From an optimization exercise on the open Yosys and OpenROAD flow, aimed at small area, a short achievable clock period and few clock cycles per item; shortcuts taken in it are not production practice. In this exercise RTL edits were held to simulation tests only and were not proved equivalent to the original. Power is estimated from default activity; no workload was simulated.

==> flow/design.v <==
module fme_halfpel_win #(
  parameter int PIX_W = 8,
  parameter int REF_W = 16,
  parameter int REF_H = 16
) (
  input  logic                         clk,
  input  logic                         rst,
  input  logic                         start,
  input  logic [$clog2(REF_W)-1:0]     cx,
  input  logic [$clog2(REF_H)-1:0]     cy,
  output logic                         rd_en,
  output logic [$clog2(REF_W*REF_H)-1:0] rd_addr,
  input  logic [PIX_W-1:0]             rd_data,
  output logic                         busy,
  output logic                         done,
  output logic [9*PIX_W-1:0]           half
);
  localparam int HW = 15;    
  localparam int VW = 20;    
  localparam logic [3:0] W0  = 4'b0_00_0;
  localparam logic [3:0] W1  = 4'b0_01_0;
  localparam logic [3:0] WM4 = 4'b1_00_1;
  localparam logic [3:0] WM5 = 4'b1_01_1;
  localparam logic [3:0] W16 = 4'b0_10_0;
  localparam logic [3:0] W20 = 4'b0_10_1;
  localparam logic [3:0] W36 = 4'b0_11_1;
  function automatic logic [3:0] wt0(input logic [3:0] pos, input logic [3:0] ctr);
    logic [4:0] d;
    d = {1'b0, pos} - {1'b0, ctr};
    if (pos == 4'd0 && ctr == 4'd0)        wt0 = W36;
    else if (pos == 4'd0 && ctr == 4'd1)   wt0 = W16;
    else if (pos == 4'd0 && ctr == 4'd2)   wt0 = WM4;
    else if (pos == 4'd15 && ctr == 4'd15) wt0 = W16;
    else if (pos == 4'd15 && ctr == 4'd14) wt0 = WM4;
    else case (d)
      5'h1d:   wt0 = W1;     
      5'h1e:   wt0 = WM5;    
      5'h1f:   wt0 = W20;    
      5'h00:   wt0 = W20;
      5'h01:   wt0 = WM5;
      5'h02:   wt0 = W1;
      default: wt0 = W0;
    endcase
  endfunction
  function automatic logic [3:0] wt1(input logic [3:0] pos, input logic [3:0] ctr);
    logic [4:0] d;
    d = {1'b0, pos} - {1'b0, ctr};
    if (pos == 4'd0 && ctr == 4'd0)        wt1 = W16;
    else if (pos == 4'd0 && ctr == 4'd1)   wt1 = WM4;
    else if (pos == 4'd15 && ctr == 4'd15) wt1 = W36;
    else if (pos == 4'd15 && ctr == 4'd14) wt1 = W16;
    else if (pos == 4'd15 && ctr == 4'd13) wt1 = WM4;
    else case (d)
      5'h1e:   wt1 = W1;     
      5'h1f:   wt1 = WM5;    
      5'h00:   wt1 = W20;
      5'h01:   wt1 = W20;
      5'h02:   wt1 = WM5;
      5'h03:   wt1 = W1;
      default: wt1 = W0;
    endcase
  endfunction
  function automatic logic [VW-1:0] mac(input logic [VW-1:0] acc, input logic [3:0] w,
                                        input logic [VW-1:0] x);
    logic [VW-1:0] a, b, n;
    n = {VW{w[3]}};
    case (w[2:1])
      2'd0:    a = '0;
      2'd1:    a = x;
      2'd2:    a = x << 4;
      default: a = x << 5;
    endcase
    b = w[0] ? (x << 2) : '0;
    mac = acc + (a ^ n) + (b ^ n) + {w[3], 1'b0};
  endfunction
  function automatic logic [PIX_W-1:0] clip5(input logic [HW-1:0] v);
    if (v[HW-1])      clip5 = '0;
    else if (v[HW-2]) clip5 = '1;
    else              clip5 = v[12:5];
  endfunction
  function automatic logic [PIX_W-1:0] clip10(input logic [VW-1:0] v);
    if (v[VW-1])      clip10 = '0;
    else if (v[VW-2]) clip10 = '1;
    else              clip10 = v[17:10];
  endfunction
  function automatic logic [3:0] lo_of(input logic [3:0] p);
    lo_of = (p < 4'd3) ? 4'd0 : p - 4'd3;
  endfunction
  function automatic logic [3:0] hi_of(input logic [3:0] p);
    hi_of = (p > 4'd12) ? 4'd15 : p + 4'd3;
  endfunction
  function automatic logic [3:0] first_of(input logic [3:0] p);
    first_of = (p == 4'd15) ? 4'd12 : p + 4'd1;
  endfunction
  logic       accept;
  logic [3:0] cx_q, cy_q;
  logic [3:0] rr, cc;
  logic       last_a;
  logic       vb, vc, lb, lc, fin;
  assign accept = start & ~busy;
  assign last_a = (rr == cy_q) && (cc == cx_q);
  always_ff @(posedge clk or negedge rst) begin
    if (!rst) begin
      busy  <= 1'b0;
      rd_en <= 1'b0;
    end else begin
      busy  <= accept | (busy & ~fin);
      rd_en <= accept | (rd_en & ~last_a);
    end
  end
  always_ff @(posedge clk) begin
    if (accept) begin
      cx_q <= cx;
      cy_q <= cy;
      rr   <= first_of(cy);
      cc   <= first_of(cx);
    end else if (rd_en) begin
      if (cc == cx_q) begin
        cc <= first_of(cx_q);
        rr <= (rr == hi_of(cy_q)) ? lo_of(cy_q) : rr + 4'd1;
      end else begin
        cc <= (cc == hi_of(cx_q)) ? lo_of(cx_q) : cc + 4'd1;
      end
    end
  end
  assign rd_addr = {rr, cc};
  logic [3:0] rb, cb, rcq, ccq;
  logic [PIX_W-1:0] pix;
  always_ff @(posedge clk or negedge rst) begin
    if (!rst) begin
      vb   <= 1'b0;
      vc   <= 1'b0;
      fin  <= 1'b0;
      done <= 1'b0;
    end else begin
      vb   <= rd_en;
      vc   <= vb;
      fin  <= vc & lc;
      done <= fin;
    end
  end
  always_ff @(posedge clk) begin
    lb  <= last_a;
    rb  <= rr;
    cb  <= cc;
    lc  <= lb;
    rcq <= rb;
    ccq <= cb;
    if (vb) pix <= rd_data;
  end
  logic          first_c, vflag_c;
  logic [3:0]    a0, a1, b0n, b1n;
  logic [3:0]    cb0, cb1;           
  logic [HW-1:0] h0, h1, v0, v1;
  logic [VW-1:0] hv00, hv10, hv01, hv11;
  logic [VW-1:0] s00, s10, s01, s11;
  logic [VW-1:0] h0x, h1x, px;
  logic [3:0]    ub0, ub1;
  logic          upd;
  assign first_c = (ccq == first_of(cx_q));
  assign vflag_c = (ccq == cx_q);
  assign a0  = vc ? wt0(ccq, cx_q) : W0;
  assign a1  = vc ? wt1(ccq, cx_q) : W0;
  assign b0n = wt0(rcq, cy_q);
  assign b1n = wt1(rcq, cy_q);
  assign px  = VW'(pix);
  assign h0x = {{(VW-HW){h0[HW-1]}}, h0};
  assign h1x = {{(VW-HW){h1[HW-1]}}, h1};
  assign upd = (vc & first_c) | fin;
  assign ub0 = upd ? cb0 : W0;
  assign ub1 = upd ? cb1 : W0;
  assign s00 = mac(hv00, ub0, h0x);
  assign s10 = mac(hv10, ub0, h1x);
  assign s01 = mac(hv01, ub1, h0x);
  assign s11 = mac(hv11, ub1, h1x);
  always_ff @(posedge clk) begin
    logic [HW-1:0] hb0, hb1;
    hb0 = (vc & first_c) ? HW'(16) : h0;
    hb1 = (vc & first_c) ? HW'(16) : h1;
    h0 <= HW'(mac(VW'(hb0), a0, px));
    h1 <= HW'(mac(VW'(hb1), a1, px));
    if (accept) begin
      v0   <= HW'(16);
      v1   <= HW'(16);
      hv00 <= '0;
      hv10 <= '0;
      hv01 <= '0;
      hv11 <= '0;
      cb0  <= W0;
      cb1  <= W0;
    end else begin
      v0   <= HW'(mac(VW'(v0), (vc & vflag_c) ? cb0 : W0, px));
      v1   <= HW'(mac(VW'(v1), (vc & vflag_c) ? cb1 : W0, px));
      hv00 <= s00;
      hv10 <= s10;
      hv01 <= s01;
      hv11 <= s11;
      if (vc & first_c) begin
        cb0 <= b0n;
        cb1 <= b1n;
      end
    end
  end
  always_ff @(posedge clk or negedge rst) begin
    if (!rst) half <= '0;
    else if (fin) begin
      half[0*PIX_W +: PIX_W] <= clip10(s00);
      half[1*PIX_W +: PIX_W] <= clip5(v0);
      half[2*PIX_W +: PIX_W] <= clip10(s10);
      half[3*PIX_W +: PIX_W] <= clip5(h0);
      half[4*PIX_W +: PIX_W] <= pix;
      half[5*PIX_W +: PIX_W] <= clip5(h1);
      half[6*PIX_W +: PIX_W] <= clip10(s01);
      half[7*PIX_W +: PIX_W] <= clip5(v1);
      half[8*PIX_W +: PIX_W] <= clip10(s11);
    end
  end
endmodule
==> flow/run.sh <==
#!/bin/bash
# synth_recipe.tcl (not shown) runs the flow's synth.tcl, then flattens the netlist and writes it again
# the make line also repeats each setting of config.mk as NAME=value (left out here)
make -C /OpenROAD-flow-scripts/flow DESIGN_CONFIG=/design/flow/config.mk WORK_HOME=/design/flow/orfs CLKGATE_MAP_FILE= SYNTH_SCRIPT=/design/flow/synth_recipe.tcl finish
==> flow/config.mk <==
export PLATFORM = sky130hd
export DESIGN_NAME = fme_halfpel_win
export DESIGN_NICKNAME = fme_halfpel_win
export VERILOG_FILES = /design/flow/design.v
export SDC_FILE = /design/flow/constraint.sdc
export NUM_CORES = 4
export LEC_CHECK = 0
export CAP_MARGIN = 20
export CORE_MARGIN = 2
export CORE_UTILIZATION = 40
export SLEW_MARGIN = 20
==> flow/constraint.sdc <==
create_clock -name core_clock -period 9.5 [get_ports {clk}]
set_input_delay 1.9000 -clock core_clock [delete_from_list [all_inputs] [get_ports {clk}]]
set_output_delay 1.9000 -clock core_clock [all_outputs]
set_load 0.01 [all_outputs]
==> run notes <==
-- worst max-delay path by stage --
stage                 startpoint                    to  slack, ps  depth (start not counted)
3_3_place_gp   cx_q[0]$_DFFE_PP_  half[69]$_DFFE_PN0P_       2820                         22
3_5_place_dp   cx_q[0]$_DFFE_PP_  half[66]$_DFFE_PN0P_       2610                         22
5_1_grt        cx_q[0]$_DFFE_PP_  half[65]$_DFFE_PN0P_       1840                         22
4_1_cts        cx_q[0]$_DFFE_PP_  half[66]$_DFFE_PN0P_       2620                         22
2_1_floorplan  cx_q[1]$_DFFE_PP_  half[52]$_DFFE_PN0P_       4080                         20
6_report       cx_q[0]$_DFFE_PP_  half[66]$_DFFE_PN0P_       2580                         22
-- metrics by stage --
stage,power [uW],hold WS (ps),util [%],cells
floorplan,7160,310,-,2918
global placement,8560,313,42.7,3657
detailed placement,8710,312,42.7,3657
CTS,10400,326,45.0,3726
global route,11300,334,45.0,3726
finish,10300,325,45.0,3726
-- state kept, by name, summed over array words and instances (netlist names), 8 cells and up --
name and flops:
v0 15, h0 15, half 72, hv01 20, h1 15, hv11 20
hv10 20, pix 8, v1 15, hv00 20
-- area by class of cell --
| type | instances | area (um2) |
|---|---|---|
| Fill cell | 5878 | 33800 |
| Multi-Input combinational cell | 2383 | 17600 |
| Sequential cell | 268 | 6010 |
| Timing Repair Buffer | 132 | 1240 |
| Clock buffer | 57 | 1200 |
| Tap cell | 790 | 988 |
| Inverter | 84 | 317 |
| Clock inverter | 12 | 199 |
-- power breakdown --
part           leakage, uW  internal [uW]  switching (uW)
clock network     0.000684           1010             571
logic              0.00884           2870            3530
registers          0.00268           1650             683
total               0.0122           5540            4780
-- per-layer routing --
metal  up-vias  global-route usage (%)  part of all wire [%]
met5         -                       0                     0
met4         0                    6.17                   2.5
met3        88                    3.07                   4.9
met2       443                    33.8                    46
met1      9782                    27.1                    46
li1      10007                       -                     -
-- cell families after synthesis --
| family | synth area share (%) |
|---|---|
| AND/OR/NAND/NOR | 18.6 |
| AO/OA/AOI/OAI | 15.7 |
| adder cells (fa/ha/maj) | 22.1 |
| XOR/XNOR | 12.0 |
| flip-flops | 24.3 |
| buffers and inverters | 4.24 |
| multiplexers | 3.06 |
-- placed cells by master, fill, tap and decap left out, types with 23 or more instances in the layout --
cell             instances
buf_4                   32
clkbuf_16               43
and2_1                  69
mux2i_1                 47
edfxtp_1                24
nand3_1                 56
nand2_1                311
inv_1                   81
nor3_1                  48
xnor2_1                171
clkdlybuf4s50_1        100
nand2b_1                29
xor2_1                 158
dfxtp_1                160
nor2_1                 353
o21ai_0                125
a21o_1                  33
mux2_2                  24
fa_1                   110
o31ai_1                 39
ha_1                   260
a31oi_1                 52
o2bb2ai_1               23
dfrtp_1                 77
a21oi_1                181
nor2b_1                 39
==> out/metrics.cfg <==
[cts]
clkSinkCount = 268
htree_num_levels = 2
post_cts_buffers = 0
clk_pin_slew_worst_paths_ps = 60
clockRootBuffer = clkbuf_16
numCtsBuffers = 38
cts_max_path_buffers = 3
clock_latency_ps = 570
hold_buffers = 0
tritoncts = built
cts_resized = 0

[power_and_ir_drop]
max-vdd-ir-drop_mv = 0.226
power-per-cell-area_nw_per_um2 = 374
p_leak_uw = 0.0122

[synthesis]
yosysSeqAreaShare_pct = 24.3
syn_nets = 3307
ys_types = 95
synth_area_leaders = dfxtp_1, ha_1, fa_1, dfrtp_1, xnor2_1
synth_commonest_cells = nor2_1, nand2_1, ha_1
async_reset_ff_share_pct = 29.1
synth.most_common_cell = nor2_1
ys_warn_count = 1
synth.cell_area_um2 = 24700
netlist_instances = 2918
yosysTopAreaCellShare_pct = 13.5
avgSynthCellArea_um2 = 8.46
synthFlopType = dfxtp_1
synth_top_area_cell = dfxtp_1
yosys_register_bits = 268
synth-edff-count = 24

[sta]
maxSlewHeadroom_pct = 30.7
timing.final.ws_setup_ps = 2580
timing.final.crit_share_pct = 72.8
worst_pin_slew_ps = 1040
skew_ps = 18.3
fin_tns_setup_ps = 0
slew_violations = 0
hold_viol_final = 0
rsz0062_at_grt = no
fin_crit_ps = 6920
finalSetupViolations = 0
fmax_mhz = 145

[layout]
num-nets-final = 3296
drive_above_1_share_pct = 5.96
diodes = 0
final_area_um2 = 27600
syn2layout_area_growth_pct = 11.8

[detailed_routing]
drt_pre_antenna_iters = 5
finalWirelength_mm = 64.4
wl_per_cell_um = 17.3
dr.first_iter.drc_count = 1271
vias = 20320
drc = 0
drtAntennaViolNets = 0
via_per_inst = 5.45

[critical_path]
path_cells = ha_1 > nor2b_4 > a211o_2 > a31oi_2 > nor3_2 > buf_4 > nor2_4 > buf_4 > nor2_1 > ha_1 > fa_1 > ha_1 > inv_1 > fa_1 > nor2b_1 > nor2_1 > o21ai_0 > a31oi_1 > o31ai_1 > xor2_1 > o21ai_0 > o2bb2ai_1
r2r_end = half[66]$_DFFE_PN0P_
timing.rr.start = cx_q[0]$_DFFE_PP_
crit_family = compound AO/OA/AOI/OAI gates
crit_path_top_delay_cell = buf_4
ff2ff_path_depth = 22
crit_path_max_incr_delay_ps = 640
start_kind = register
crit_buf_inv = 3
cpMostUsedCell = ha_1
path_class = reg2reg
r2r_slack_ps = 2580
cp.arrival_ps = 7400
cp_data_required_time_ps = 9980
crit_fanout = 65
crit_path_end_kind = register

[outcome]
status = complete, no violations

[min_path]
min_from = rb[3]$_DFF_P_
whs_endpoint = rcq[3]$_DFF_P_
whs_path_depth = 0
hold_path.class = reg2reg

[floorplan]
ios = 102
rows = 91
dieArea_um2 = 63700
fp.dieH_um = 252
die_w_um = 252
start_util_pct = 40.2
core-area_um2 = 61400

[placed_design]
hpwl_mm = 46.5
port_buffers = 101
place_ws_ps = 2610
place.gp.congestion = 0.881
post_dp_cell_area_um2 = 26200

[global_routing]
grt_overflow = 0
grtUsageTotal_pct = 20.3
antenna_found_initial = 0
grt_pass1_wl_mm = 105
grt_pass1_vias = 19915
grt_max_degree = 90

[run]
cap_violations = 0

Testbench counts, summed over its fixed seeds: cycles 16,511, items 384.

port drivers added, routing unchanged:
How much do the figures lean on ideal ports? The routed layout below was timed once more, with nothing changed but the port constraints. Step 1 sets driving cells, clkbuf_16 on the clock port and buf_2 on the other inputs (assumed; they add their load-dependent delay and slew). Step 2 times the ports against the registers' clock, not the clock port: input delays grow and output delays shrink by t, the midpoint of the rising clock arrivals with the driver on. Slacks: ideal ports / drivers / drivers and shift; pairs: ideal ports / drivers.
t, ns: 0.617
setup slack, ns: 2.582 / 2.582 / 2.582
pins driven straight from the clock port: 1
After both steps this run still meets setup and hold. For this run, drivers alone change the setup slack by 0.000 ns; drivers and shift together by 0.000 ns.
